This design comes from an exercise in tuning for small area and a short achievable clock period on the open sky130 flow, not from production work. Where RTL was checked, it was by simulation tests only, not by an equivalence proof against the original. No functional check of the RTL was part of runs 1 to 3.

===== design/flow/run.sh =====
#!/bin/bash
# synth_recipe.tcl (not shown) runs the flow's synth.tcl, then flattens the netlist and writes it again
# the make line also repeats each setting of config.mk as NAME=value (left out here)
make -C /OpenROAD-flow-scripts/flow DESIGN_CONFIG=/design/flow/config.mk WORK_HOME=/design/flow/orfs CLKGATE_MAP_FILE= SYNTH_SCRIPT=/design/flow/synth_recipe.tcl finish

===== design/flow/config.mk =====
export PLATFORM = sky130hd
export DESIGN_NAME = muldiv_ctrl
export DESIGN_NICKNAME = muldiv_ctrl
export VERILOG_FILES = /design/flow/design.v
export SDC_FILE = /design/flow/constraint.sdc
export NUM_CORES = 4
export LEC_CHECK = 0
export CAP_MARGIN = 40
export CORE_MARGIN = 2
export CORE_UTILIZATION = 40
export SLEW_MARGIN = 20

===== design/flow/constraint.sdc =====
create_clock -name core_clock -period 120.0 [get_ports {clk}]
set_input_delay 24.0000 -clock core_clock [delete_from_list [all_inputs] [get_ports {clk}]]
set_output_delay 24.0000 -clock core_clock [all_outputs]
set_load 0.01 [all_outputs]

===== design/flow/design.v =====
package md_pkg;
  localparam logic [2:0] MD_NONE  = 3'd0;
  localparam logic [2:0] MD_MULT  = 3'd1;
  localparam logic [2:0] MD_MULTU = 3'd2;
  localparam logic [2:0] MD_DIV   = 3'd3;
  localparam logic [2:0] MD_DIVU  = 3'd4;
  localparam logic [2:0] MD_MTHI  = 3'd5;
  localparam logic [2:0] MD_MTLO  = 3'd6;
  function automatic logic md_is_mul(input logic [2:0] op);
    md_is_mul = op == MD_MULT || op == MD_MULTU;
  endfunction
  function automatic logic md_is_div(input logic [2:0] op);
    md_is_div = op == MD_DIV || op == MD_DIVU;
  endfunction
  function automatic logic md_is_multdiv(input logic [2:0] op);
    md_is_multdiv = md_is_mul(op) || md_is_div(op);
  endfunction
  function automatic logic [31:0] md_cneg(input logic [31:0] x, input logic s);
    logic any;
    any = 1'b0;
    for (int i = 0; i < 32; i++) begin
      md_cneg[i] = x[i] ^ (s & any);
      any        = any | x[i];
    end
  endfunction
endpackage
module md_mrow
(
  input  logic [32:0] p,
  input  logic [32:0] x,
  input  logic        y,
  input  logic        neg,    
  output logic [32:0] pn,
  output logic        o
);
  logic [32:0] ad, s;
  logic [33:0] c;
  assign ad   = ({33{y}} & x) ^ {33{neg}};
  assign c[0] = neg;
  for (genvar i = 0; i < 33; i++) begin : g_fa
    assign s[i]   = p[i] ^ ad[i] ^ c[i];
    assign c[i+1] = (p[i] & ad[i]) | (p[i] & c[i]) | (ad[i] & c[i]);
  end
  assign o  = s[0];
  assign pn = {p[32] ^ ad[32] ^ c[33], s[32:1]};
endmodule
module md_drow
(
  input  logic [31:0] r,
  input  logic        bin,
  input  logic [31:0] xd,
  input  logic        cin,
  output logic [31:0] rn,
  output logic        q
);
  logic [32:0] rp;
  logic [31:0] t;
  logic [32:0] c;
  assign rp   = {r, bin};
  assign c[0] = cin;
  for (genvar i = 0; i < 32; i++) begin : g_fa
    assign t[i]   = rp[i] ^ xd[i] ^ c[i];
    assign c[i+1] = (rp[i] & xd[i]) | (rp[i] & c[i]) | (xd[i] & c[i]);
  end
  assign q  = rp[32] | c[32];
  assign rn = q ? t : rp[31:0];
endmodule
module muldiv_ctrl
#(
  parameter int MULT_CYCLES = 5,
  parameter int DIV_CYCLES  = 10
) (
  input  logic        clk,
  input  logic        reset_n,
  input  logic        start,
  input  logic [2:0]  op,
  input  logic [31:0] a,
  input  logic [31:0] b,
  input  logic        IntReq,
  output logic        busy,
  output logic        md_stall,
  output logic [31:0] hi,
  output logic [31:0] lo
);
  logic [3:0]  cnt;
  logic [31:0] x;       
  logic [32:0] p;       
  logic [34:0] y;       
  logic        f_div, f_sgn, f_cin, f_negq, f_negr, f_dz;
  logic is_mul, is_div, sgn, accept, last, adv;
  assign is_mul   = md_pkg::md_is_mul(op);
  assign is_div   = md_pkg::md_is_div(op);
  assign sgn      = op == md_pkg::MD_MULT || op == md_pkg::MD_DIV;
  assign busy     = cnt != 4'd0;
  assign md_stall = busy || (start && md_pkg::md_is_multdiv(op));
  assign accept   = start && !IntReq && !busy && op != md_pkg::MD_NONE;
  assign last     = cnt == 4'd1;
  logic [32:0] mp [0:7];
  logic [6:0]  mo;
  logic [32:0] xm;
  assign xm    = {f_sgn & x[31], x};
  assign mp[0] = p;
  for (genvar r = 0; r < 7; r++) begin : g_mrow
    md_mrow u_row (
      .p  (mp[r]),
      .x  (xm),
      .y  (y[r]),
      .neg(r == 3 ? (f_sgn & last & y[r]) : 1'b0),
      .pn (mp[r+1]),
      .o  (mo[r])
    );
  end
  logic [34:0] ym_n;
  assign ym_n = {mo, y[34:7]};
  logic [31:0] dr [0:4];
  logic [3:0]  dq;
  assign dr[0] = p[31:0];
  for (genvar r = 0; r < 4; r++) begin : g_drow
    md_drow u_row (
      .r  (dr[r]),
      .bin(y[31-r]),
      .xd (x),
      .cin(f_cin),
      .rn (dr[r+1]),
      .q  (dq[3-r])
    );
  end
  assign adv = !f_div || cnt > 4'd2;
  always_ff @(posedge clk) begin
    if (!busy) begin
      f_div  <= is_div;
      f_sgn  <= sgn;
      f_cin  <= !(sgn && b[31]);
      f_negq <= sgn && (a[31] ^ b[31]);
      f_negr <= sgn && a[31];
      f_dz   <= b == 32'd0;
      x      <= is_div ? (b ^ {32{!(sgn && b[31])}}) : a;
      p      <= 33'd0;
      y      <= {3'b000, is_div ? md_pkg::md_cneg(a, sgn && a[31]) : b};
    end else if (adv) begin
      if (f_div) begin
        p <= {1'b0, dr[4]};
        y <= {3'b000, y[27:0], dq};
      end else begin
        p <= mp[7];
        y <= ym_n;
      end
    end
  end
  always_ff @(posedge clk or negedge reset_n) begin
    if (!reset_n) begin
      cnt <= 4'd0;
      hi  <= 32'd0;
      lo  <= 32'd0;
    end else begin
      if (busy)
        cnt <= cnt - 4'd1;
      else if (accept && is_mul)
        cnt <= 4'(MULT_CYCLES);
      else if (accept && is_div)
        cnt <= 4'(DIV_CYCLES);
      if (accept && op == md_pkg::MD_MTHI)
        hi <= a;
      if (accept && op == md_pkg::MD_MTLO)
        lo <= a;
      if (last && !f_div) begin
        hi <= {mp[7][28:0], ym_n[34:32]};
        lo <= ym_n[31:0];
      end
      if (last && f_div && !f_dz) begin
        hi <= md_pkg::md_cneg(p[31:0], f_negr);
        lo <= md_pkg::md_cneg(y[31:0], f_negq);
      end
    end
  end
endmodule

==> summary.txt, run 1 <==
Slew @ Worst Pin 0.8768 ns; Ys Warns 5; CP max-delay cell edfxtp_1; syn avg cell area 9.382 µm²; layout cells sized above 1 6.092%; status no timing/DRC/antenna violations; initial antenna violation count 0; TritonCTS clock tree built; Fmax 0.01770 GHz; Die Area 55890 µm²; post-CTS setup buffers 0; clock sinks 174; first-pass GRT wire length 113200 µm; GRT overflow 0; most frequent CP cell fa_1; worst-case clock skew 0.01924 ns; commonest cells after routing, fill and taps aside fa_1 (352), nand2_1 (245), inv_1 (240), a21oi_1 (180), o21ai_0 (143); CP Max Fanout 34; MaxCap Viol Count 0; post-layout min period 56.49 ns; cell count after synthesis 2303; setup violators final 0; CTS Buffer Depth 2; placed instance count 2993; hold-fix buffers at CTS 0; CTS root buf clkbuf_16; total wire length 72210 µm; hpwl dp 55840 µm; Yosys reg bits 174; ys flop type edfxtp_1; top cells by area, synth fa_1 (33%), edfxtp_1 (9.7%), dfrtp_1 (7.9%); Reg clk slew, reported paths 0.07 ns; Post-route DRC 0; post-route setup slack 63.51 ns; pre-CTS setup slack 63.47 ns; commonest non-fill, non-tap cell in the layout fa_1; via count 17780; vias in the first global route 18250; core area 53600 µm²; top-area cell type share of the netlist area 32.62%; Slew headroom 40.03%; R2R Setup Slk 63.51 ns; pin count of the biggest net entering global routing 73; path depth of the worst reg2reg path 143; Crit path largest cell delay 0.65 ns; GRT Overall Usage 26.54%; first drt pass iteration count 6; Reg2Reg Launch Point x[0]$_DFFE_PP_; startpoint type of the worst setup path flop; kind of critical path flop to flop; Tcrit/Tclk final 47.07%; H-tree depth 4; CTS buffer count 17; # IOs 137; RR Endpoint p[25]$_SDFFE_PP0P_; Buffers on Ports 136; 1st-iter DRT viols 1713; RSZ-0062 raised after global routing no; hold_sp lo[9]$_DFFE_PN0P_; Setup TNS 0 ns; critical path capture point type flop; Hold Path Cell Cnt 2; sequential fraction of the synthesis area 20.94%; final-stage net count 2751; Final Max Tran Viols 0; # resized after CTS 0; Routed wire per std cell 23.85 µm; worst skew pair latency 0.48 ns; net count after synthesis 2736; Die H 236.4 µm; Post-synth EDFFs 70; Fin. Hold Viols 0; Synth area leader fa_1; worst path required time 120.37 ns; Finished Cell Area 24160 µm²; Synth cell types 82; Synth Cell Area 21610 µm²; Detail Route Antenna Nets 0; asr flop ratio synth 39.08%; Post-DP Area 23460 µm²; crit path DAT 56.86 ns; GP Congestion 0.9394; Post-Layout Cell Count 3028; area growth from synthesis to layout 11.84%; worst min path class flop to flop; row count 85; Hold Path End lo[9]$_DFFE_PN0P_; Initial Util 40.31%; Die Wd 236.4 µm; vias per cell 5.873
-- logic make-up (layout without fill, tap and decap cells) --
| logic type | after synthesis | count (layout) | share of synthesized area [%] |
|---|---|---|---|
| mux | 96 | 96 | 4.621 |
| other cells | 0 | 1 | 0 |
| compound gates | 512 | 512 | 15.32 |
| simple gates | 627 | 627 | 13.79 |
| fa+ha+maj | 362 | 362 | 33.19 |
| xor+xnor | 110 | 110 | 4.459 |
| buf+inv | 422 | 450 | 7.673 |
| flops | 174 | 174 | 20.94 |
-- per-layer routing --
metal / vias to the layer above / share of wire (%) / track usage (%) / wire length [µm]
met5: - / 0 / 0 / 0
met1: 9130 / 41 / 36.33 / 29600
li1: 7721 / - / - / -
met4: 0 / 3.5 / 9.148 / 2538
met2: 789 / 48 / 43.27 / 34620
met3: 142 / 7.6 / 3.698 / 5454
-- worst max path at each step --
stage / startpoint / endpoint / slack (ns) / cells past startpoint
finish: x[0]$_DFFE_PP_ / p[25]$_SDFFE_PP0P_ / 63.51 / 143
global route: x[0]$_DFFE_PP_ / p[19]$_SDFFE_PP0P_ / 61.63 / 143
CTS: x[0]$_DFFE_PP_ / p[25]$_SDFFE_PP0P_ / 63.30 / 143
detailed placement: x[0]$_DFFE_PP_ / p[31]$_SDFFE_PP0P_ / 63.47 / 143
global placement: x[0]$_DFFE_PP_ / p[9]$_SDFFE_PP0P_ / 63.96 / 142
floorplan: x[1]$_DFFE_PP_ / p[12]$_SDFFE_PP0P_ / 66.54 / 146
-- synthesized netlist by cell type (36+ instances only) --
cell	n
fa_1	352
nand2_1	247
inv_1	240
a21oi_1	180
clkbuf_1	152
o21ai_0	143
nor2_1	136
and2_1	106
xnor2_1	80
edfxtp_1	70
dfrtp_1	68
mux2i_1	66
dfxtp_1	36
-- flip-flops by register name, summed over array words and instances (netlist names) --
signal and count:
y 35, x 32, f_negr 1, f_div 1, f_cin 1, f_dz 1, lo 32, p 33
cnt 4, hi 32, f_sgn 1, f_negq 1
-- area by class of cell --
type                            count  area [µm²]
Fill cell                        5166       29440
Multi-Input combinational cell   1707       15460
Sequential cell                   174        4524
Timing Repair Buffer              175        1739
Inverter                          243       913.4
Tap cell                          696       870.8
Clock buffer                       19       442.9
Clock inverter                     13       211.5
Antenna cell                        1       2.502
-- critical path: cells and delay by family, from the launching register on --
| kind | cells | cell delay [ns] |
|---|---|---|
| buffers and inverters | 8 | 1.30 |
| AND/OR/NAND/NOR | 4 | 1.14 |
| AO/OA/AOI/OAI | 3 | 0.55 |
| flip-flops | 1 | 0.65 |
| multiplexers | 3 | 1.04 |
| adder cells (fa/ha/maj) | 125 | 51.58 |
-- per-stage QoR --
stage	hold WS (ns)	util [%]
6_report	0.4827	45.08
5_1_grt	0.5018	45.07
4_1_cts	0.4905	44.99
3_5_place_dp	0.4730	43.77
3_3_place_gp	0.4646	43.59
2_1_floorplan	0.4671	-
==> inputs of run 2 (changes only) <==
--- a/design/flow/design.v
+++ b/design/flow/design.v
@@ -89,3 +89,3 @@
   logic        f_div, f_sgn, f_cin, f_negq, f_negr, f_dz;
-  logic is_mul, is_div, sgn, accept, last, adv;
+  logic is_mul, is_div, sgn, accept, last;
   assign is_mul   = md_pkg::md_is_mul(op);
@@ -114,6 +114,6 @@
   assign ym_n = {mo, y[34:7]};
-  logic [31:0] dr [0:4];
-  logic [3:0]  dq;
+  logic [31:0] dr [0:3];
+  logic [2:0]  dq;
   assign dr[0] = p[31:0];
-  for (genvar r = 0; r < 4; r++) begin : g_drow
+  for (genvar r = 0; r < 3; r++) begin : g_drow
     md_drow u_row (
@@ -124,6 +124,22 @@
       .rn (dr[r+1]),
-      .q  (dq[3-r])
+      .q  (dq[2-r])
     );
   end
-  assign adv = !f_div || cnt > 4'd2;
+  logic        negb;
+  logic [31:0] am;      
+  logic [1:0]  dl;      
+  logic        dsmall;  
+  logic        d1, d2, d3, q31, q30;
+  logic [1:0]  r2;
+  assign negb   = sgn && b[31];
+  assign am     = md_pkg::md_cneg(a, sgn && a[31]);
+  assign dl     = negb ? {b[1] ^ b[0], b[0]} : b[1:0];
+  assign dsmall = negb ? &b[31:2] : ~|b[31:2];
+  assign d1     = dsmall && dl == 2'd1;
+  assign d2     = dsmall && dl == 2'd2;
+  assign d3     = dsmall && dl == 2'd3;
+  assign q31    = d1 && am[31];
+  assign q30    = d1 ? am[30] : d2 ? am[31] : d3 && am[31] && am[30];
+  assign r2     = (d1 || d2 && am[31] || d3 && am[31] && am[30]) ? {1'b0, d2 && am[30]} :
+                  d2 ? {1'b0, am[30]} : am[31:30];
   always_ff @(posedge clk) begin
@@ -132,3 +148,3 @@
       f_sgn  <= sgn;
-      f_cin  <= !(sgn && b[31]);
+      f_cin  <= !negb;
       f_negq <= sgn && (a[31] ^ b[31]);
@@ -136,13 +152,11 @@
       f_dz   <= b == 32'd0;
-      x      <= is_div ? (b ^ {32{!(sgn && b[31])}}) : a;
-      p      <= 33'd0;
-      y      <= {3'b000, is_div ? md_pkg::md_cneg(a, sgn && a[31]) : b};
-    end else if (adv) begin
-      if (f_div) begin
-        p <= {1'b0, dr[4]};
-        y <= {3'b000, y[27:0], dq};
-      end else begin
-        p <= mp[7];
-        y <= ym_n;
-      end
+      x      <= is_div ? (b ^ {32{!negb}}) : a;
+      p      <= is_div ? {31'd0, r2} : 33'd0;
+      y      <= is_div ? {3'b000, am[29:0], q31, q30} : {3'b000, b};
+    end else if (f_div) begin
+      p <= {1'b0, dr[3]};
+      y <= {3'b000, y[28:0], dq};
+    end else begin
+      p <= mp[7];
+      y <= ym_n;
     end
@@ -170,4 +184,4 @@
       if (last && f_div && !f_dz) begin
-        hi <= md_pkg::md_cneg(p[31:0], f_negr);
-        lo <= md_pkg::md_cneg(y[31:0], f_negq);
+        hi <= md_pkg::md_cneg(dr[3], f_negr);
+        lo <= md_pkg::md_cneg({y[28:0], dq}, f_negq);
       end
==> run 2 against run 1 <==
Against the previous run:
- still clean on timing, DRC and antenna
- clock-buffer cell count did not move
- routed wire length grew 0.55%
- core utilization rose by 0.052 points
- critical path depth fell by 137
- area after synthesis rose by 0.93%
- non-clock buffer count grew 7
- sequential share of layout area down 1.4 points
- sequential cell count unchanged
- synthesized cell count rose by 10%
- global-route usage rose by 0.053 points
==> summary.txt, run 2 <==
status no timing/DRC/antenna violations (unchanged); worst min path class flop to flop (unchanged); kind of critical path input port to primary output (was flop to flop); met2 Use GR 44.33% (was 43.27%); Fmax 0.02012 GHz (was 0.01770 GHz); largest register by flop count y (unchanged); worst path required time 96.00 ns (was 120.37 ns); Synth cell types 85 (was 82); clock sinks 174 (unchanged); crit path to md_stall (was p[25]$_SDFFE_PP0P_); initial antenna violation count 0 (unchanged); post-layout min period 49.70 ns (was 56.49 ns); Yosys reg bits 174 (unchanged); # resized after CTS 0 (unchanged); ys flop type dfxtp_1 (was edfxtp_1); Ys Warns 5 (unchanged); Synth Cell Area 21810 µm² (was 21610 µm²); Fin. Hold Viols 0 (unchanged); first-pass GRT wire length 114700 µm (was 113200 µm); RR Endpoint hi[29]$_DFFE_PN0P_ (was p[25]$_SDFFE_PP0P_); layout cells sized above 1 5.403% (was 6.092%); worst skew pair latency 0.47 ns (was 0.48 ns); hpwl dp 57130 µm (was 55840 µm); # IOs 137 (unchanged); MaxCap Viol Count 0 (unchanged); net count after synthesis 2942 (was 2736); via count 18380 (was 17780); GP Congestion 0.9297 (was 0.9394); Reg clk slew, reported paths 0.08 ns (was 0.07 ns); global routing usage on met3 4.529% (was 3.698%); top-area cell type share of the netlist area 29.56% (was 32.62%); Post-route DRC 0 (unchanged); path depth of the worst reg2reg path 114 (was 143); vias in the first global route 18650 (was 18250); commonest cells after routing, fill and taps aside nand2_1 (331), fa_1 (322), inv_1 (250), nor2_1 (203), a21oi_1 (150) (was fa_1 (352), nand2_1 (245), inv_1 (240), a21oi_1 (180), o21ai_0 (143)); post-CTS setup buffers 0 (unchanged); most frequent cells after synthesis nand2_1 (332), fa_1 (322), inv_1 (251) (was fa_1 (352), nand2_1 (247), inv_1 (240)); worst-case clock skew 0.01454 ns (was 0.01924 ns); Buffers on Ports 136 (unchanged); core area 53810 µm² (was 53600 µm²); Largest regs y: 35 flops, p: 33 flops (unchanged); H-tree depth 4 (unchanged); vias per cell 5.655 (was 5.873); Post-synth EDFFs 38 (was 70); RSZ-0062 raised after global routing no (unchanged); CTS buffer count 17 (unchanged); asr flop ratio synth 39.08% (unchanged); GR Util met1 35.90% (was 36.33%); CTS Buffer Depth 2 (unchanged); placed instance count 3217 (was 2993); Slew @ Worst Pin 0.8095 ns (was 0.8768 ns); Tcrit/Tclk final 41.42% (was 47.07%); Final Max Tran Viols 0 (unchanged); CTS root buf clkbuf_16 (unchanged); pin count of the biggest net entering global routing 71 (was 73); 1st-iter DRT viols 1784 (was 1713); sequential fraction of the synthesis area 19.28% (was 20.94%); Detail Route Antenna Nets 0 (unchanged); GRT Overall Usage 26.60% (was 26.54%); R2R Setup Slk 75.53 ns (was 63.51 ns); first drt pass iteration count 6 (unchanged); commonest non-fill, non-tap cell in the layout nand2_1 (was fa_1); Slew headroom 45.70% (was 40.03%); setup violators final 0 (unchanged); TritonCTS clock tree built (unchanged); Die Wd 237.5 µm (was 236.4 µm); Setup TNS 0 ns (unchanged); Die Area 56400 µm² (was 55890 µm²); top cells by area, synth fa_1 (30%), dfrtp_1 (7.8%), dfxtp_1 (6.2%) (was fa_1 (33%), edfxtp_1 (9.7%), dfrtp_1 (7.9%)); CP Max Fanout 9 (was 34); GR peak layer met2 (unchanged); Critical Path Source op[0] (was x[0]$_DFFE_PP_); Routed wire per std cell 22.34 µm (was 23.85 µm); syn avg cell area 8.588 µm² (was 9.382 µm²); startpoint type of the worst setup path input port (was flop); Reg2Reg Launch Point x[0]$_DFFE_PP_ (unchanged); final-stage net count 2944 (was 2751); crit path DAT 25.70 ns (was 56.86 ns); total wire length 72610 µm (was 72210 µm); row count 85 (unchanged); Ant. Diodes 0 (was 1); hold-fix buffers at CTS 0 (unchanged); Synth area leader fa_1 (unchanged); GRT overflow 0 (unchanged); Die H 237.5 µm (was 236.4 µm); Initial Util 40.52% (was 40.31%); most numerous cell in the Yosys netlist nand2_1 (was fa_1); Post-Layout Cell Count 3250 (was 3028); max reg flops 35 (unchanged); critical path capture point type primary output (was flop); Min Hold Slack 0.4858 ns (was 0.4827 ns); area growth from synthesis to layout 11.38% (was 11.84%); cell count after synthesis 2539 (was 2303)
run 2: cell types whose count changed in the layout (fill, tap and decap cells not counted), moves of 20 or more:
cell	delta
a221oi_1	-20
nor2_1	+67
a31oi_1	+30
edfxtp_1	-32
fa_1	-30
a21oi_1	-30
o211ai_1	+27
xor2_1	+31
dfxtp_1	+31
nand2_1	+86
a221oi_2	-20
o21ai_1	+46
run 2: layout make-up:
cell class,instances,area (µm²)
clock buffers,19,454.2
repair buffers,182,1764
inverters,254,955.9
clock inverters,13,138.9
flip-flops and latches,174,4205
multi-input cells,1912,15900
well taps,696,870.8
fillers,5335,29530
run 2: kinds of logic (layout without fill, tap and decap cells):
| group | count (synthesis) | after routing | share of synthesized area, % |
|---|---|---|---|
| xor+xnor | 124 | 124 | 4.980 |
| flops | 174 | 174 | 19.28 |
| mux | 98 | 98 | 4.596 |
| simple gates | 823 | 823 | 17.84 |
| fa+ha+maj | 332 | 332 | 30.14 |
| compound gates | 535 | 535 | 15.13 |
| buf+inv | 453 | 468 | 8.039 |
run 2: metrics by stage:
step	util, %	setup slack (ns)	cell area (µm²)
after global routing	45.13	70.18	24290
after CTS	45.12	70.31	24280
after global placement	43.83	70.31	23590
after detailed placement	44.02	70.32	23690
after floorplan	-	71.33	21810
final	45.13	70.30	24290
run 2: worst min-delay path by stage:
stage | slack, ns | start | endpoint | cells after the start
global placement | 0.46 | lo[11]$_DFFE_PN0P_ | lo[11]$_DFFE_PN0P_ | 1
finish | 0.49 | lo[6]$_DFFE_PN0P_ | lo[6]$_DFFE_PN0P_ | 2
floorplan | 0.49 | y[32]$_SDFF_PP0_ | lo[25]$_DFFE_PN0P_ | 2
global route | 0.52 | lo[11]$_DFFE_PN0P_ | lo[11]$_DFFE_PN0P_ | 1
CTS | 0.49 | lo[6]$_DFFE_PN0P_ | lo[6]$_DFFE_PN0P_ | 2
detailed placement | 0.47 | lo[6]$_DFFE_PN0P_ | lo[6]$_DFFE_PN0P_ | 2
run 2: critical path, stage by stage:
cell             delay (ns)
clkdlybuf4s50_1        0.67
nor2_1                 0.12
xnor2_1                0.21
nand2_1                0.08
nand2_1                0.07
clkdlybuf4s50_1        0.55
run 2: routing by layer:
layer	wire length, µm	up-vias
met5	0	-
met1	30780	9317
met4	1776	0
met2	35180	624
li1	-	8345
met3	4877	93
==> inputs of run 3 (changes only) <==
--- a/design/flow/design.v
+++ b/design/flow/design.v
@@ -28,14 +28,16 @@
 (
-  input  logic [32:0] p,
-  input  logic [32:0] x,
+  input  logic [31:0] p,
+  input  logic [31:0] x,
   input  logic        y,
-  input  logic        neg,    
-  output logic [32:0] pn,
+  input  logic        inv31,
+  input  logic        invlo,
+  input  logic        cin,
+  output logic [31:0] pn,
   output logic        o
 );
-  logic [32:0] ad, s;
-  logic [33:0] c;
-  assign ad   = ({33{y}} & x) ^ {33{neg}};
-  assign c[0] = neg;
-  for (genvar i = 0; i < 33; i++) begin : g_fa
+  logic [31:0] ad, s;
+  logic [32:0] c;
+  assign ad   = {(x[31] & y) ^ inv31, ({31{y}} & x[30:0]) ^ {31{invlo}}};
+  assign c[0] = cin;
+  for (genvar i = 0; i < 32; i++) begin : g_fa
     assign s[i]   = p[i] ^ ad[i] ^ c[i];
@@ -44,3 +46,3 @@
   assign o  = s[0];
-  assign pn = {p[32] ^ ad[32] ^ c[33], s[32:1]};
+  assign pn = {c[32], s[31:1]};
 endmodule
@@ -86,5 +88,5 @@
   logic [31:0] x;       
-  logic [32:0] p;       
-  logic [34:0] y;       
-  logic        f_div, f_sgn, f_cin, f_negq, f_negr, f_dz;
+  logic [31:0] p;       
+  logic [31:0] y;       
+  logic        f_div, f_sgn, f_cin, f_negq, f_negr, f_dz, f_q31, f_q30;
   logic is_mul, is_div, sgn, accept, last;
@@ -97,6 +99,4 @@
   assign last     = cnt == 4'd1;
-  logic [32:0] mp [0:7];
+  logic [31:0] mp [0:7];
   logic [6:0]  mo;
-  logic [32:0] xm;
-  assign xm    = {f_sgn & x[31], x};
   assign mp[0] = p;
@@ -104,15 +104,15 @@
     md_mrow u_row (
-      .p  (mp[r]),
-      .x  (xm),
-      .y  (y[r]),
-      .neg(r == 3 ? (f_sgn & last & y[r]) : 1'b0),
-      .pn (mp[r+1]),
-      .o  (mo[r])
+      .p    (mp[r]),
+      .x    (x),
+      .y    (y[r]),
+      .inv31(r == 3 ? f_sgn & !last : f_sgn),
+      .invlo(r == 3 ? f_sgn & last : 1'b0),
+      .cin  (f_sgn),
+      .pn   (mp[r+1]),
+      .o    (mo[r])
     );
   end
-  logic [34:0] ym_n;
-  assign ym_n = {mo, y[34:7]};
   logic [31:0] dr [0:3];
   logic [2:0]  dq;
-  assign dr[0] = p[31:0];
+  assign dr[0] = p;
   for (genvar r = 0; r < 3; r++) begin : g_drow
@@ -120,3 +120,3 @@
       .r  (dr[r]),
-      .bin(y[31-r]),
+      .bin(y[29-r]),
       .xd (x),
@@ -134,3 +134,3 @@
   assign negb   = sgn && b[31];
-  assign am     = md_pkg::md_cneg(a, sgn && a[31]);
+  assign am     = md_pkg::md_cneg(a, is_div && sgn && a[31]);
   assign dl     = negb ? {b[1] ^ b[0], b[0]} : b[1:0];
@@ -152,11 +152,13 @@
       f_dz   <= b == 32'd0;
-      x      <= is_div ? (b ^ {32{!negb}}) : a;
-      p      <= is_div ? {31'd0, r2} : 33'd0;
-      y      <= is_div ? {3'b000, am[29:0], q31, q30} : {3'b000, b};
+      f_q31  <= q31;
+      f_q30  <= q30;
+      x      <= b ^ {32{is_div && !negb}};
+      p      <= is_div ? {30'd0, r2} : {31'd0, sgn};
+      y      <= am;
     end else if (f_div) begin
-      p <= {1'b0, dr[3]};
-      y <= {3'b000, y[28:0], dq};
+      p <= dr[3];
+      y <= {y[28:0], dq};
     end else begin
       p <= mp[7];
-      y <= ym_n;
+      y <= {mo, y[31:7]};
     end
@@ -180,4 +182,4 @@
       if (last && !f_div) begin
-        hi <= {mp[7][28:0], ym_n[34:32]};
-        lo <= ym_n[31:0];
+        hi <= {mp[4][31] ^ f_sgn, mp[4][30:0]};
+        lo <= {mo[3:0], y[31:4]};
       end
@@ -185,3 +187,3 @@
         hi <= md_pkg::md_cneg(dr[3], f_negr);
-        lo <= md_pkg::md_cneg({y[28:0], dq}, f_negq);
+        lo <= md_pkg::md_cneg({f_q31, f_q30, y[26:0], dq}, f_negq);
       end
==> design/flow/flow/run.sh (new file) <==
#!/bin/bash
set -euo pipefail
cp standard.sh standard.sh.txt
export BUFFER_PORTS_ARGS="-buffer_cell sky130_fd_sc_hd__buf_1"
bash standard.sh > standard.log 2>&1
==> design/flow/standard.sh (new file) <==
#!/bin/bash
# synth_recipe.tcl (not shown) runs the flow's synth.tcl, then flattens the netlist and writes it again
# the make line also repeats each setting of config.mk as NAME=value (left out here)
make -C /OpenROAD-flow-scripts/flow DESIGN_CONFIG=/design/flow/config.mk WORK_HOME=/design/flow/orfs CLKGATE_MAP_FILE= SYNTH_SCRIPT=/design/flow/synth_recipe.tcl "${@:-finish}"
--- a/design/flow/config.mk
+++ b/design/flow/config.mk
@@ -7,2 +7,3 @@
 export LEC_CHECK = 0
+export ABC_AREA = 1
 export CAP_MARGIN = 40
removed: design/flow/run.sh
==> run 3 against run 2 <==
Against the previous run:
- still clean
- die area shrank 5.7%
- clock-buffer cell count up 3
- first-iteration DRC count decreased by 23%
- non-clock buffer count is 11 lower
- cell count increased by 4.8%
- global-route usage shrank 1.2 points
- critical path depth grew 2
- core utilization down 1.5 points
- register-to-register slack lost 1.0 ns
- sequential cell count decreased by 2
- design area decreased by 8.4%
- critical path type unchanged
- largest cell class unchanged
==> summary.txt, run 3 <==
status no timing/DRC/antenna violations (unchanged); GP Congestion 0.9651 (was 0.9297); hpwl dp 50500 µm (was 57130 µm); RSZ-0062 raised after global routing no (unchanged); Post-DP Area 21600 µm² (was 23690 µm²); net count after synthesis 3071 (was 2942); Post-route DRC 0 (unchanged); Fmax 0.02039 GHz (was 0.02012 GHz); final-stage net count 3107 (was 2944); setup violators final 0 (unchanged); worst skew pair latency 0.51 ns (was 0.47 ns); CP Max Fanout 5 (was 9); critical path capture point type primary output (unchanged); CTS Buffer Depth 2 (unchanged); Die Wd 230.6 µm (was 237.5 µm); Fin. Hold Viols 0 (unchanged); Yosys reg bits 172 (was 174); Final Max Tran Viols 0 (unchanged); kind of critical path input port to primary output (unchanged); CTS root buf clkbuf_16 (unchanged); GRT overflow 0 (unchanged); asr flop ratio synth 39.53% (was 39.08%); Slew @ Worst Pin 0.7889 ns (was 0.8095 ns); initial antenna violation count 1 (was 0); Synth area leader fa_1 (unchanged); vias in the first global route 18010 (was 18650); most numerous cell in the Yosys netlist nand2_1 (unchanged); Buffers on Ports 136 (unchanged); Post-Synth Adder-Cell Area 31.44% (was 30.14%); Synth Area in Compound Gates 9.792% (was 15.13%); MaxCap Viol Count 0 (unchanged); # resized after CTS 0 (unchanged); hold-fix buffers at CTS 0 (unchanged); sequential fraction of the synthesis area 20.38% (was 19.28%); Synth Cell Area 20530 µm² (was 21810 µm²); Initial Util 40.27% (was 40.52%); H-tree depth 4 (unchanged); top cells by area, synth fa_1 (31%), nand2_1 (14%), inv_1 (9.4%) (was fa_1 (30%), dfrtp_1 (7.8%), dfxtp_1 (6.2%)); worst-case clock skew 0.01415 ns (was 0.01454 ns); clock sinks 172 (was 174); vias per cell 5.115 (was 5.655); Routed wire per std cell 18.97 µm (was 22.34 µm); total wire length 64610 µm (was 72610 µm); path depth of the worst reg2reg path 127 (was 114); Synth cell types 49 (was 85); commonest cells after routing, fill and taps aside nand2_1 (768), inv_1 (512), fa_1 (320), o21ai_0 (227), buf_1 (135) (was nand2_1 (331), fa_1 (322), inv_1 (250), nor2_1 (203), a21oi_1 (150)); worst path required time 96.00 ns (about the same); Detail Route Antenna Nets 0 (unchanged); cell count after synthesis 2676 (was 2539); Min Hold Slack 0.4917 ns (was 0.4858 ns); Finished Cell Area 22250 µm² (was 24290 µm²); first drt pass iteration count 8 (was 6); post-CTS setup buffers 0 (unchanged); most frequent cells after synthesis nand2_1 (770), inv_1 (512), fa_1 (320) (was nand2_1 (332), fa_1 (322), inv_1 (251)); largest family of logic cells by synthesized area adder cells (unchanged); # IOs 137 (unchanged); TritonCTS clock tree built (unchanged); Hold Path End lo[28]$_DFFE_PN0P_ (was lo[6]$_DFFE_PN0P_); commonest non-fill, non-tap cell in the layout nand2_1 (unchanged); Reg2Reg Launch Point x[0]$_DFFE_PP_ (unchanged); layout cells sized above 1 4.587% (was 5.403%); first-pass GRT wire length 102700 µm (was 114700 µm); Die H 230.6 µm (was 237.5 µm); post-layout min period 49.05 ns (was 49.70 ns); via count 17420 (was 18380); area of the multi-input gates 13800 µm² (was 15900 µm²); RR Endpoint hi[29]$_DFFE_PN0P_ (unchanged); top-area cell type share of the netlist area 31.20% (was 29.56%); Slew headroom 47.40% (was 45.70%); Setup TNS 0 ns (unchanged); Synth Area in Simple Gates 20.48% (was 17.84%); Post-synth EDFFs 40 (was 38); GRT Overall Usage 25.44% (was 26.60%); Fillers 5176 (was 5335); CTS buffer count 17 (unchanged); hold_sp lo[28]$_DFFE_PN0P_ (was lo[6]$_DFFE_PN0P_); core area 50990 µm² (was 53810 µm²); worst min path class flop to flop (unchanged); area growth from synthesis to layout 8.342% (was 11.38%); 1st-iter DRT viols 1373 (was 1784); Tcrit/Tclk final 40.87% (was 41.42%); crit path DAT 25.05 ns (was 25.70 ns); row count 83 (was 85); Ys Warns 5 (unchanged); Die Area 53160 µm² (was 56400 µm²); multiplexer share of the synthesized area 0% (was 4.596%); post-synthesis xor/xnor area fraction 5.289% (was 4.980%); R2R Setup Slk 74.50 ns (was 75.53 ns); register area 4184 µm² (was 4205 µm²); Reg clk slew, reported paths 0.07 ns (was 0.08 ns); startpoint type of the worst setup path input port (unchanged); Hold Path Cell Cnt 2 (unchanged); ys flop type dfrtp_1 (was dfxtp_1); pin count of the biggest net entering global routing 70 (was 71); syn avg cell area 7.674 µm² (was 8.588 µm²)
## run 3: cell types whose count changed after synthesis, sizes merged, moves of 26 or more
cell	delta
mux2i	-81
nand2	+447
and2	-113
o21ai	+54
xor2	+36
nor2	-80
clkbuf	-30
xnor2	-36
inv	+266
o211ai	-35
a211oi	-26
a21oi	-73
## run 3: cell families (layout without fill, tap and decap cells)
kind of cell             count (synthesis)  after routing
adder cells (fa/ha/maj)                324            324
flip-flops                             172            172
AND/OR/NAND/NOR                       1002           1002
XOR/XNOR                               124            124
buffers and inverters                  677            726
AO/OA/AOI/OAI                          377            377
other                                    0              1
## run 3: area by class of cell
| class | count | area share (%) |
|---|---|---|
| well taps | 680 | 3.824 |
| repair buffers | 171 | 3.886 |
| inverters | 523 | 8.824 |
| clock inverters | 10 | 0.4555 |
| diodes | 1 | 0.01125 |
| multi-input cells | 1827 | 62.01 |
| flip-flops and latches | 172 | 18.81 |
| clock buffers | 22 | 2.182 |
## run 3: how the worst max path moves through the flow
stage / start / endpoint / slack, ns / cells after the start
after floorplan: op[1] / md_stall / 71.47 / 6
after global placement: op[1] / md_stall / 71.03 / 8
after detailed placement: op[1] / md_stall / 70.97 / 8
after CTS: op[1] / md_stall / 70.97 / 8
after global routing: op[1] / md_stall / 70.84 / 8
final: op[1] / md_stall / 70.95 / 8
## run 3: worst max-delay path, stage by stage
cell,delay [ns]
buf_1,0.19
nand2_1,0.11
nor2_1,0.14
inv_1,0.09
nand2_1,0.17
o21ai_0,0.12
nand2_1,0.06
buf_1,0.16
## run 3: per-stage QoR
| stage | utilization (%) | cells | setup slack, ns |
|---|---|---|---|
| floorplan | - | 2676 | 71.47 |
| global placement | 42.17 | 3364 | 71.03 |
| detailed placement | 42.36 | 3370 | 70.97 |
| CTS | 43.51 | 3402 | 70.97 |
| global route | 43.63 | 3405 | 70.84 |
| finish | 43.63 | 3406 | 70.95 |
## run 3: layer usage
layer	vias up	global-route usage (%)	wire length [µm]
li1	8106	-	-
met1	8563	32.83	27630
met2	612	41.38	29680
met3	140	5.348	4580
met4	2	11.01	2708
met5	-	0	13
==> inputs of run 4 (changes only) <==
--- a/design/flow/design.v
+++ b/design/flow/design.v
@@ -26,23 +26,26 @@
 endpackage
-module md_mrow
+module md_brow
 (
   input  logic [31:0] p,
-  input  logic [31:0] x,
-  input  logic        y,
-  input  logic        inv31,
-  input  logic        invlo,
-  input  logic        cin,
+  input  logic [32:0] x,
+  input  logic [2:0]  m,
   output logic [31:0] pn,
-  output logic        o
+  output logic [1:0]  o
 );
-  logic [31:0] ad, s;
-  logic [32:0] c;
-  assign ad   = {(x[31] & y) ^ inv31, ({31{y}} & x[30:0]) ^ {31{invlo}}};
-  assign c[0] = cin;
-  for (genvar i = 0; i < 32; i++) begin : g_fa
-    assign s[i]   = p[i] ^ ad[i] ^ c[i];
-    assign c[i+1] = (p[i] & ad[i]) | (p[i] & c[i]) | (ad[i] & c[i]);
-  end
-  assign o  = s[0];
-  assign pn = {c[32], s[31:1]};
+  logic        one, two, neg;
+  logic [33:0] xs, ad, pe, s;
+  logic [34:0] c;
+  assign one  = m[1] ^ m[0];
+  assign two  = m[2] ? !m[1] && !m[0] : m[1] && m[0];
+  assign neg  = m[2];
+  assign xs   = {x[32], x};
+  assign ad   = (({34{one}} & xs) | ({34{two}} & {xs[32:0], 1'b0})) ^ {34{neg}};
+  assign pe   = {{2{p[31]}}, p};
+  assign c[0] = neg;
+  for (genvar i = 0; i < 34; i++) begin : g_fa
+    assign s[i]   = pe[i] ^ ad[i] ^ c[i];
+    assign c[i+1] = (pe[i] & ad[i]) | (c[i] & (pe[i] | ad[i]));
+  end
+  assign o  = s[1:0];
+  assign pn = s[33:2];
 endmodule
@@ -64,3 +67,3 @@
     assign t[i]   = rp[i] ^ xd[i] ^ c[i];
-    assign c[i+1] = (rp[i] & xd[i]) | (rp[i] & c[i]) | (xd[i] & c[i]);
+    assign c[i+1] = (rp[i] & xd[i]) | (c[i] & (rp[i] | xd[i]));
   end
@@ -99,15 +102,21 @@
   assign last     = cnt == 4'd1;
-  logic [31:0] mp [0:7];
-  logic [6:0]  mo;
-  assign mp[0] = p;
-  for (genvar r = 0; r < 7; r++) begin : g_mrow
-    md_mrow u_row (
-      .p    (mp[r]),
-      .x    (x),
-      .y    (y[r]),
-      .inv31(r == 3 ? f_sgn & !last : f_sgn),
-      .invlo(r == 3 ? f_sgn & last : 1'b0),
-      .cin  (f_sgn),
-      .pn   (mp[r+1]),
-      .o    (mo[r])
+  logic [31:0] xi;      
+  logic [5:0]  yi;      
+  logic [4:0]  ym;      
+  logic        si;      
+  logic        f_ov;    
+  logic [31:0] mp [0:3];
+  logic [5:0]  mo;
+  assign xi    = busy ? x : b;
+  assign yi    = busy ? y[11:6] : a[5:0];
+  assign si    = busy ? f_sgn : sgn;
+  assign ym    = {last ? {2{si & yi[1]}} : yi[3:2], yi[1:0], busy & f_ov};
+  assign mp[0] = busy ? p : 32'd0;
+  for (genvar r = 0; r < 3; r++) begin : g_mrow
+    md_brow u_row (
+      .p (mp[r]),
+      .x ({si & xi[31], xi}),
+      .m (r == 2 ? {yi[5:4], ym[4]} : ym[2*r+2:2*r]),
+      .pn(mp[r+1]),
+      .o (mo[2*r+1:2*r])
     );
@@ -145,2 +154,3 @@
   always_ff @(posedge clk) begin
+    f_ov <= yi[5];
     if (!busy) begin
@@ -155,4 +165,4 @@
       x      <= b ^ {32{is_div && !negb}};
-      p      <= is_div ? {30'd0, r2} : {31'd0, sgn};
-      y      <= am;
+      p      <= is_div ? {30'd0, r2} : mp[3];
+      y      <= {am[31:6], is_div ? am[5:0] : mo};
     end else if (f_div) begin
@@ -161,4 +171,4 @@
     end else begin
-      p <= mp[7];
-      y <= {mo, y[31:7]};
+      p <= mp[3];
+      y <= {mo, y[31:12], y[5:0]};
     end
@@ -182,4 +192,4 @@
       if (last && !f_div) begin
-        hi <= {mp[4][31] ^ f_sgn, mp[4][30:0]};
-        lo <= {mo[3:0], y[31:4]};
+        hi <= {mp[2][29:0], mo[3:2]};
+        lo <= {mo[1:0], y[31:8], y[5:0]};
       end
--- a/design/flow/config.mk
+++ b/design/flow/config.mk
@@ -11,2 +11,3 @@
 export CORE_UTILIZATION = 40
+export CTS_BUF_LIST = sky130_fd_sc_hd__clkbuf_8
 export SLEW_MARGIN = 20
==> run 4 against run 3 <==
Against the previous run:
- still clean on timing, DRC and antenna
- sequential cell count is 1 higher
- routed wire length shrank 9.1%
- clock skew grew 0.0089 ns
- die area shrank 14%
- maximum frequency down 0.91%
- sequential share of layout area increased by 3.4 points
- critical path depth stayed put
- global-route usage rose by 1.2 points
- cell count is 15% lower
==> summary.txt, run 4 <==
status no timing/DRC/antenna violations (unchanged); Crit path largest cell delay 0.55 ns (was 0.19 ns); setup violators final 0 (unchanged); placed instance count 2851 (was 3370); total wire length 58750 µm (was 64610 µm); Synth area leader fa_1 (unchanged); Die Wd 213.5 µm (was 230.6 µm); Ant. Diodes 0 (was 1); GRT Overall Usage 26.59% (was 25.44%); CTS buffer count 17 (unchanged); Yosys reg bits 173 (was 172); GP Congestion 0.9542 (was 0.9651); Setup TNS 0 ns (unchanged); kind of critical path input port to primary output (unchanged); core area 43170 µm² (was 50990 µm²); crit path DAT 25.50 ns (was 25.05 ns); GRT overflow 0 (unchanged); Die Area 45570 µm² (was 53160 µm²); syn avg cell area 7.924 µm² (was 7.674 µm²); CTS root buf clkbuf_8 (was clkbuf_16); Die H 213.5 µm (was 230.6 µm); Fillers 4450 (was 5176); 1st-iter DRT viols 1419 (was 1373); register area 4254 µm² (was 4184 µm²); most numerous cell in the Yosys netlist nand2_1 (unchanged); commonest non-fill, non-tap cell in the layout nand2_1 (unchanged); area of the multi-input gates 11810 µm² (was 13800 µm²); net count after synthesis 2488 (was 3071); cell count after synthesis 2215 (was 2676); Min Hold Slack 0.4909 ns (was 0.4917 ns); worst-case clock skew 0.02309 ns (was 0.01415 ns); Slew @ Worst Pin 0.8693 ns (was 0.7889 ns); Synth cell types 49 (unchanged); first-pass GRT wire length 91640 µm (was 102700 µm); TritonCTS clock tree built (unchanged); asr flop ratio synth 39.31% (was 39.53%); Detail Route Antenna Nets 0 (unchanged); most frequent cells after synthesis nand2_1 (411), inv_1 (273), o21ai_0 (210) (was nand2_1 (770), inv_1 (512), fa_1 (320)); critical path capture point type primary output (unchanged); initial antenna violation count 1 (unchanged); first drt pass iteration count 7 (was 8); CP max-delay cell nor2_1 (was buf_1); Synth Cell Area 17550 µm² (was 20530 µm²); worst skew pair latency 0.54 ns (was 0.51 ns); top cells by area, synth fa_1 (22%), dfrtp_1 (9.7%), nand2_1 (8.8%) (was fa_1 (31%), nand2_1 (14%), inv_1 (9.4%)); Post-synth EDFFs 45 (was 40); clock sinks 173 (was 172); hold-fix buffers at CTS 0 (unchanged); startpoint type of the worst setup path input port (unchanged); MaxCap Viol Count 0 (unchanged); pin count of the biggest net entering global routing 65 (was 70); Tcrit/Tclk final 41.25% (was 40.87%); post-layout min period 49.50 ns (was 49.05 ns); Ys Warns 5 (unchanged); post-CTS setup buffers 0 (unchanged); top-area cell type share of the netlist area 21.67% (was 31.20%); vias in the first global route 16030 (was 18010); area growth from synthesis to layout 8.933% (was 8.342%); Reg clk slew, reported paths 0.09 ns (was 0.07 ns); Routed wire per std cell 20.35 µm (was 18.97 µm); via count 15900 (was 17420); Post-Layout Cell Count 2887 (was 3406); hpwl dp 45850 µm (was 50500 µm); worst min path class flop to flop (unchanged); CTS Buffer Depth 2 (unchanged); CP cell instances buf_1 -> nand2_1 -> nor2_1 -> inv_1 -> nand2_1 -> nor2_1 -> a22oi_1 -> buf_1 (was buf_1 -> nand2_1 -> nor2_1 -> inv_1 -> nand2_1 -> o21ai_0 -> nand2_1 -> buf_1); Buffers on Ports 136 (unchanged); sequential fraction of the synthesis area 24.24% (was 20.38%); H-tree depth 4 (unchanged); RSZ-0062 raised after global routing no (unchanged); layout cells sized above 1 6.473% (was 4.587%); Slew headroom 41.43% (was 47.40%); # IOs 137 (unchanged); Fin. Hold Viols 0 (unchanged); worst path required time 96.00 ns (about the same); # resized after CTS 0 (unchanged); Initial Util 40.65% (was 40.27%); ys flop type dfrtp_1 (unchanged); Post-route DRC 0 (unchanged); row count 76 (was 83); CP Max Fanout 10 (was 5); Final Max Tran Viols 0 (unchanged); Fmax 0.02020 GHz (was 0.02039 GHz); commonest cells after routing, fill and taps aside nand2_1 (409), inv_1 (270), o21ai_0 (210), fa_1 (190), xor2_1 (162) (was nand2_1 (768), inv_1 (512), fa_1 (320), o21ai_0 (227), buf_1 (135)); vias per cell 5.506 (was 5.115); final-stage net count 2562 (was 3107)
-- run 4: worst paths after layout --
path | start | end | slack (ns) | cells after the start
max in group asynchronous | reset_n | hi[22]$_DFFE_PN0P_ | 96.00 | 3
worst min register to register | lo[29]$_DFFE_PN0P_ | lo[29]$_DFFE_PN0P_ | 0.49 | 2
worst max register to register | x[0]$_DFFE_PP_ | hi[30]$_DFFE_PN0P_ | 74.80 | 133
min in group asynchronous | reset_n | lo[4]$_DFFE_PN0P_ | 23.43 | 2
worst min-delay path | lo[29]$_DFFE_PN0P_ | lo[29]$_DFFE_PN0P_ | 0.49 | 2
worst max-delay path | op[0] | md_stall | 70.50 | 8
-- run 4: cell families after synthesis --
| family | Yosys count | synth area share (%) |
|---|---|---|
| buffers and inverters | 401 | 8.790 |
| muxes | 4 | 0.2281 |
| xor gates and xnor gates | 174 | 8.683 |
| DFF | 173 | 24.24 |
| and+or+nand+nor | 722 | 18.16 |
| AOI/OAI and AO/OA | 539 | 17.37 |
| adders and majority gates | 202 | 22.53 |
-- run 4: cell type report --
| cell class | count | area share (%) |
|---|---|---|
| Clock inverter | 15 | 0.6414 |
| Multi-Input combinational cell | 1641 | 61.77 |
| Clock buffer | 17 | 1.224 |
| Inverter | 282 | 5.537 |
| Tap cell | 585 | 3.829 |
| Timing Repair Buffer | 174 | 4.751 |
| Sequential cell | 173 | 22.25 |
-- run 4: metal layers --
metal / vias up / GRT usage (%) / part of all wire (%)
met5: - / 0 / 0
met4: 0 / 11.57 / 3.9
met3: 105 / 4.291 / 7.5
met2: 639 / 44.09 / 47
met1: 7705 / 34.41 / 41
li1: 7446 / - / -
-- run 4: metrics by stage --
stage               cell area, µm²  utilization (%)  worst slack [ns]
finish                       19120            44.28             70.50
global route                 19120            44.28             70.39
CTS                          19070            44.17             70.53
detailed placement           18710            43.34             70.54
global placement             18580            43.03             70.65
floorplan                    17550                -             71.22
-- run 4: critical path: cells and delay by family --
| family | cells | cell delay (ns) |
|---|---|---|
| and+or+nand+nor | 4 | 0.97 |
| buffers and inverters | 3 | 0.41 |
| AOI/OAI and AO/OA | 1 | 0.12 |
==> inputs of run 5 (changes only) <==
==> design/flow/flow/run.sh (replaced) <==
#!/bin/bash
set -euo pipefail
cp standard.sh standard.sh.txt
export BUFFER_PORTS_ARGS="-buffer_cell sky130_fd_sc_hd__buf_1"
export SETUP_SLACK_MARGIN=72
bash standard.sh > standard.log 2>&1
--- a/design/flow/config.mk
+++ b/design/flow/config.mk
@@ -11,3 +11,2 @@
 export CORE_UTILIZATION = 40
-export CTS_BUF_LIST = sky130_fd_sc_hd__clkbuf_8
 export SLEW_MARGIN = 20
==> run 5 against run 4 <==
Against the previous run:
- non-clock buffer count up 57
- hold slack worse by 0.0027 ns
- clock-buffer cell count up 8
- synthesized cell count unchanged
- design area up 4.4%
- maximum frequency up 1.4%
- highest routed layer is now met5
- sequential cell count unchanged
- critical path depth unchanged
- cell count up 2.0%
==> summary.txt, run 5 <==
Fillers 4329 (was 4450); RSZ-0062 raised after global routing yes (was no); sequential fraction of the synthesis area 24.24% (unchanged); most numerous cell in the Yosys netlist nand2_1 (unchanged); Synth Area in Simple Gates 18.16% (unchanged); net count after synthesis 2488 (unchanged); CTS buffer count 17 (unchanged); top-area cell type share of the netlist area 21.67% (unchanged); asr flop ratio synth 39.31% (unchanged); Post-Synth Adder-Cell Area 22.53% (unchanged); worst skew pair latency 0.48 ns (was 0.54 ns); Min Hold Slack 0.4881 ns (was 0.4909 ns); CTS root buf clkbuf_16 (was clkbuf_8); worst-case clock skew 0.01325 ns (was 0.02309 ns); Buf/Inv on CP 3 (unchanged); Die H 213.5 µm (unchanged); Crit path largest cell delay 0.20 ns (was 0.55 ns); Setup TNS 0 ns (unchanged); Die Wd 213.5 µm (unchanged); hpwl dp 45460 µm (was 45850 µm); H-tree depth 4 (unchanged); 1st-iter DRT viols 1486 (was 1419); Routed wire per std cell 20.59 µm (was 20.35 µm); Post-route DRC 0 (unchanged); multiplexer share of the synthesized area 0.2281% (unchanged); area growth from synthesis to layout 13.71% (was 8.933%); largest family of logic cells by synthesized area adder cells (unchanged); TritonCTS clock tree built (unchanged); pin count of the biggest net entering global routing 163 (was 65); Post-synth EDFFs 45 (unchanged); CP top delay family buffers and inverters (was simple AND/OR/NAND/NOR gates); Slew @ Worst Pin 0.8957 ns (was 0.8693 ns); Initial Util 40.65% (unchanged); Yosys reg bits 173 (unchanged); post-layout min period 48.82 ns (was 49.50 ns); clock sinks 173 (unchanged); core area 43170 µm² (unchanged); syn avg cell area 7.924 µm² (unchanged); CP max-delay cell a22oi_2 (was nor2_1); Synth area leader fa_1 (unchanged); post-layout util 46.23% (was 44.28%); global routing usage on met3 3.837% (was 4.291%); post-route setup slack 71.18 ns (was 70.50 ns); Die Area 45570 µm² (unchanged); first drt pass iteration count 7 (unchanged); most frequent cells after synthesis nand2_1 (411), inv_1 (273), o21ai_0 (210) (unchanged); first-pass GRT wire length 93040 µm (was 91640 µm); vias per cell 5.548 (was 5.506); Tcrit/Tclk final 40.68% (was 41.25%); kind of critical path input port to primary output (unchanged); critical path capture point type primary output (unchanged); # IOs 137 (unchanged); hold-fix buffers at CTS 0 (unchanged); top cells by area, synth fa_1 (22%), dfrtp_1 (9.7%), nand2_1 (8.8%) (unchanged); met2 Use GR 44.59% (was 44.09%); Detail Route Antenna Nets 0 (unchanged); Synth Area in Compound Gates 17.37% (unchanged); Buffers on Ports 136 (unchanged); worst min path class flop to flop (unchanged); CTS Buffer Depth 2 (unchanged); Synth Cell Area 17550 µm² (unchanged); Synth cell types 49 (unchanged); vias in the first global route 16120 (was 16030); status no timing/DRC/antenna violations (unchanged); GRT overflow 0 (unchanged); Slew headroom 40.29% (was 41.43%); commonest cells after routing, fill and taps aside nand2_1 (406), inv_1 (264), o21ai_0 (209), fa_1 (170), xor2_1 (162) (was nand2_1 (409), inv_1 (270), o21ai_0 (210), fa_1 (190), xor2_1 (162)); setup violators final 0 (unchanged); layout cells sized above 1 10.34% (was 6.473%); worst path required time 96.00 ns (about the same); Fin. Hold Viols 0 (unchanged); post-synthesis xor/xnor area fraction 8.683% (unchanged); most frequent CP cell nor2_4; commonest non-fill, non-tap cell in the layout nand2_1 (unchanged); CP Max Fanout 4 (was 10); Final Max Tran Viols 0 (unchanged); final-stage net count 2619 (was 2562); startpoint type of the worst setup path input port (unchanged); Ys Warns 5 (unchanged); GR peak layer met2 (unchanged); ys flop type dfrtp_1 (unchanged); Reg clk slew, reported paths 0.07 ns (was 0.09 ns); total wire length 60670 µm (was 58750 µm); crit path DAT 24.82 ns (was 25.50 ns); initial antenna violation count 1 (unchanged); MaxCap Viol Count 0 (unchanged); cell count after synthesis 2215 (unchanged); GRT Overall Usage 27.18% (was 26.59%); GP Congestion 0.9367 (was 0.9542); R2R Setup Slk 74.15 ns (was 74.80 ns); row count 76 (unchanged); via count 16350 (was 15900); GR Util met1 36.10% (was 34.41%); CP cell instances buf_12 -> nand2_8 -> nor2_4 -> inv_4 -> nand2_4 -> nor2_4 -> a22oi_2 -> buf_2 (was buf_1 -> nand2_1 -> nor2_1 -> inv_1 -> nand2_1 -> nor2_1 -> a22oi_1 -> buf_1); Fmax 0.02049 GHz (was 0.02020 GHz); pre-CTS setup slack 70.79 ns (was 70.54 ns)
[run 5: cell counts after synthesis]
No cell type changed its count.
[run 5: kinds of logic (layout without fill, tap and decap cells)]
logic type / after synthesis / in the layout
and+or+nand+nor: 722 / 722
muxes: 4 / 4
buffers and inverters: 401 / 545
adders and majority gates: 202 / 202
DFF: 173 / 173
AOI/OAI and AO/OA: 539 / 539
other: 0 / 2
xor gates and xnor gates: 174 / 174
[run 5: layer usage]
layer / vias up / routed length (µm)
met2: 675 / 28470
met3: 140 / 4226
met4: 2 / 2443
met1: 7947 / 25510
li1: 7581 / -
met5: - / 13
[run 5: through the flow]
stage,cell area [µm²],cells
global route,19950,2944
finish,19960,2946
global placement,18650,2846
CTS,19760,2935
floorplan,17600,2215
detailed placement,18710,2850
[run 5: worst paths after layout]
kind,start,to,cells past startpoint
max,op[0],md_stall,8
min,lo[31]$_DFFE_PN0P_,lo[31]$_DFFE_PN0P_,2
max reg2reg,f_cin$_DFFE_PP_,hi[28]$_DFFE_PN0P_,136
min reg2reg,lo[31]$_DFFE_PN0P_,lo[31]$_DFFE_PN0P_,2
max in group asynchronous,reset_n,hi[21]$_DFFE_PN0P_,3
min in group asynchronous,reset_n,lo[2]$_DFFE_PN0P_,2
[run 5: cell type report]
class / count / area, µm² / area share, %
antenna: 2 / 5.005 / 0.02508
clock buffer: 25 / 515.5 / 2.583
clock inverter: 7 / 101.3 / 0.5078
inverter: 282 / 1066 / 5.342
multi-input combinational: 1641 / 11930 / 59.77
sequential: 173 / 4254 / 21.32
tap: 585 / 732.0 / 3.668
timing repair buffer: 231 / 1354 / 6.784
[run 5: repair_timing]
item / CTS / global route
pin swaps: 6 / 8
resized for setup: 14 / 30
setup buffers: 53 / 4
endpoints found under the setup margin: 1 / 5
[run 5: worst min-delay path, cell delays in order (launching register included)]
cell and delay, ns:
dfrtp_1 0.35, nand2_1 0.05, nand2_1 0.05
==> inputs of run 6 (changes only) <==
==> design/flow/flow/run.sh (replaced) <==
#!/bin/bash
set -euo pipefail
cp standard.sh standard.sh.txt
export BUFFER_PORTS_ARGS="-buffer_cell sky130_fd_sc_hd__buf_1"
bash standard.sh > standard.log 2>&1
==> run 6 against run 5 <==
Against the previous run:
- worst setup slack worse by 0.67 ns
- die area stayed put
- cell count is 2.0% lower
- sequential share of layout area grew 0.71 points
- clock skew increased by 0.0030 ns
- still clean
- core utilization fell by 1.5 points
- highest routed layer is now met4
- global-route usage shrank 0.58 points
- critical path type unchanged
- non-clock buffer count is 57 lower
- hold slack got worse by 0.0038 ns
- area after synthesis is the same
- design area down 3.2%
==> summary.txt, run 6 <==
clock sinks 173 (unchanged); worst-case clock skew 0.01627 ns (was 0.01325 ns); # resized after CTS 0 (was 14); hold-fix buffers at CTS 0 (unchanged); worst path required time 96.00 ns (about the same); area growth from synthesis to layout 10.02% (was 13.71%); Synth cell types 49 (unchanged); RSZ-0062 raised after global routing no (was yes); sequential fraction of the synthesis area 24.24% (unchanged); Buf/Inv on CP 3 (unchanged); Die Area 45570 µm² (unchanged); via count 15930 (was 16350); post-layout min period 49.49 ns (was 48.82 ns); syn avg cell area 7.924 µm² (unchanged); hold_sp lo[29]$_DFFE_PN0P_ (was lo[31]$_DFFE_PN0P_); Ant. Diodes 0 (was 2); path depth of the worst reg2reg path 133 (was 136); H-tree depth 4 (unchanged); CP Max Fanout 10 (was 4); most numerous cell in the Yosys netlist nand2_1 (unchanged); most frequent cells after synthesis nand2_1 (411), inv_1 (273), o21ai_0 (210) (unchanged); core area 43170 µm² (unchanged); top-area cell type share of the netlist area 21.67% (unchanged); Fillers 4432 (was 4329); Hold Path Cell Cnt 2 (unchanged); pin count of the biggest net entering global routing 65 (was 163); first-pass GRT wire length 91740 µm (was 93040 µm); Setup TNS 0 ns (unchanged); Synth area leader fa_1 (unchanged); net count after synthesis 2488 (unchanged); Slew headroom 42.40% (was 40.29%); initial antenna violation count 1 (unchanged); worst skew pair latency 0.47 ns (was 0.48 ns); R2R Setup Slk 74.82 ns (was 74.15 ns); CP max-delay cell nor2_1 (was a22oi_2); Final Max Tran Viols 0 (unchanged); Yosys reg bits 173 (unchanged); RR Endpoint hi[30]$_DFFE_PN0P_ (was hi[28]$_DFFE_PN0P_); GP Congestion 0.9542 (was 0.9367); Buffers on Ports 136 (unchanged); Ys Warns 5 (unchanged); CTS root buf clkbuf_16 (unchanged); MaxCap Viol Count 0 (unchanged); Die H 213.5 µm (unchanged); Detail Route Antenna Nets 0 (unchanged); Crit path largest cell delay 0.54 ns (was 0.20 ns); cell count after synthesis 2215 (unchanged); row count 76 (unchanged); Critical Path Source op[0] (unchanged); top cells by area, synth fa_1 (22%), dfrtp_1 (9.7%), nand2_1 (8.8%) (unchanged); startpoint type of the worst setup path input port (unchanged); CP cell instances buf_1 -> nand2_1 -> nor2_1 -> inv_1 -> nand2_1 -> nor2_1 -> a22oi_1 -> buf_1 (was buf_12 -> nand2_8 -> nor2_4 -> inv_4 -> nand2_4 -> nor2_4 -> a22oi_2 -> buf_2); layout cells sized above 1 6.473% (was 10.34%); Hold Path End lo[29]$_DFFE_PN0P_ (was lo[31]$_DFFE_PN0P_); vias in the first global route 15980 (was 16120); Initial Util 40.65% (unchanged); Tcrit/Tclk final 41.24% (was 40.68%); 1st-iter DRT viols 1451 (was 1486); status no timing/DRC/antenna violations (unchanged); post-CTS setup buffers 0 (was 53); Routed wire per std cell 20.36 µm (was 20.59 µm); critical path capture point type primary output (unchanged); first drt pass iteration count 6 (was 7); Fin. Hold Viols 0 (unchanged); Reg2Reg Launch Point x[0]$_DFFE_PP_ (was f_cin$_DFFE_PP_); Synth Cell Area 17550 µm² (unchanged); Post-route DRC 0 (unchanged); total wire length 58780 µm (was 60670 µm); setup violators final 0 (unchanged); kind of critical path input port to primary output (unchanged); CP top delay family simple AND/OR/NAND/NOR gates (was buffers and inverters); TritonCTS clock tree built (unchanged); vias per cell 5.517 (was 5.548); CTS buffer count 17 (unchanged); Reg clk slew, reported paths 0.07 ns (about the same); # IOs 137 (unchanged); post-layout util 44.73% (was 46.23%); commonest cells after routing, fill and taps aside nand2_1 (409), inv_1 (269), o21ai_0 (210), fa_1 (190), xor2_1 (162) (was nand2_1 (406), inv_1 (264), o21ai_0 (209), fa_1 (170), xor2_1 (162)); Fmax 0.02021 GHz (was 0.02049 GHz); GRT overflow 0 (unchanged); ys flop type dfrtp_1 (unchanged); CTS Buffer Depth 2 (unchanged); Post-synth EDFFs 45 (unchanged); crit path DAT 25.49 ns (was 24.82 ns); worst min path class flop to flop (unchanged); GRT Overall Usage 26.60% (was 27.18%); Die Wd 213.5 µm (unchanged); commonest non-fill, non-tap cell in the layout nand2_1 (unchanged); asr flop ratio synth 39.31% (unchanged); hpwl dp 45850 µm (was 45460 µm); final-stage net count 2562 (was 2619); Slew @ Worst Pin 0.8550 ns (was 0.8957 ns)
## run 6: cell counts after synthesis
Identical to the previous run, type by type.
## run 6: worst reg2reg max path: cells and delay by family, from the launching register on
family	cells	cell delay, ns
buf+inv	11	1.32
flops	1	0.42
fa+ha+maj	94	39.09
simple gates	24	3.51
compound gates	4	0.66
## run 6: metrics by stage
step	area [µm²]	worst slack, ns	hold WS (ns)	cells
2_1_floorplan	17550	71.22	0.4373	2215
3_3_place_gp	18580	70.65	0.4526	2845
3_5_place_dp	18710	70.54	0.4678	2851
4_1_cts	19260	70.53	0.4850	2883
5_1_grt	19310	70.39	0.5102	2887
6_report	19310	70.51	0.4843	2887
## run 6: kinds of logic after synthesis
family,synth area share (%)
xor gates and xnor gates,8.683
and+or+nand+nor,18.16
adders and majority gates,22.53
buffers and inverters,8.790
DFF,24.24
AOI/OAI and AO/OA,17.37
muxes,0.2281
## run 6: worst max path at each step
| stage | endpoint | slack, ns | depth (start not counted) |
|---|---|---|---|
| 2_1_floorplan | md_stall | 71.22 | 5 |
| 3_3_place_gp | md_stall | 70.65 | 8 |
| 3_5_place_dp | md_stall | 70.54 | 8 |
| 4_1_cts | md_stall | 70.53 | 8 |
| 5_1_grt | md_stall | 70.39 | 8 |
| 6_report | md_stall | 70.51 | 8 |
## run 6: cell type report
class	instances	area, µm²	share of cell area, %
Timing Repair Buffer	174	908.4	4.704
Multi-Input combinational cell	1641	11810	61.15
Tap cell	585	732.0	3.791
Clock inverter	14	118.9	0.6156
Inverter	282	1059	5.482
Clock buffer	18	429.2	2.223
Sequential cell	173	4254	22.03
## run 6: metal layers
layer	track usage, %	routed length, µm	part of all wire, %	up-vias
met5	0	0	0	-
met4	11.02	2280	3.9	0
met3	4.320	4345	7.4	114
met2	44.32	27770	47	640
met1	34.44	24380	41	7720
li1	-	-	-	7454

re-timing with driven ports:
How much do the figures lean on ideal ports? The routed layouts below were timed once more, with nothing changed but the port constraints. Step 1 assumes that a clkbuf_16 drives the clock port and a buf_2 every other input. Step 2 moves the port delays by t, midway between the first and last clock arrival at a register: inputs arrive t later, outputs are due t later. That takes back most of the time a late clock gives input paths. a / b / c = no drivers / after step 1 / after step 2; a / b = the first two.
run | shift t [ns] | slack for setup (ns) | hold slack, ns | worst register clock-pin slew, ns | pins driven straight from the clock port
run 1 | 0.520 | 63.511 / 63.511 / 63.511 | 0.483 / 0.483 / 0.483 | 0.08 / 0.08 | 1
run 2 | 0.514 | 70.298 / 70.274 / 70.274 | 0.486 / 0.486 / 0.486 | 0.08 / 0.08 | 1
run 3 | 0.563 | 70.954 / 70.924 / 70.924 | 0.492 / 0.492 / 0.492 | 0.08 / 0.08 | 1
run 4 | 0.585 | 70.503 / 70.481 / 70.481 | 0.491 / 0.491 / 0.491 | 0.11 / 0.11 | 1
run 5 | 0.531 | 71.184 / 71.108 / 71.108 | 0.488 / 0.488 / 0.488 | 0.08 / 0.08 | 1
run 6 | 0.519 | 70.511 / 70.490 / 70.490 | 0.484 / 0.484 / 0.484 | 0.08 / 0.08 | 1
After both steps every run listed still meets setup and hold. For run 5, which loses most, drivers alone change the setup slack by -0.076 ns; drivers and shift together by -0.076 ns.
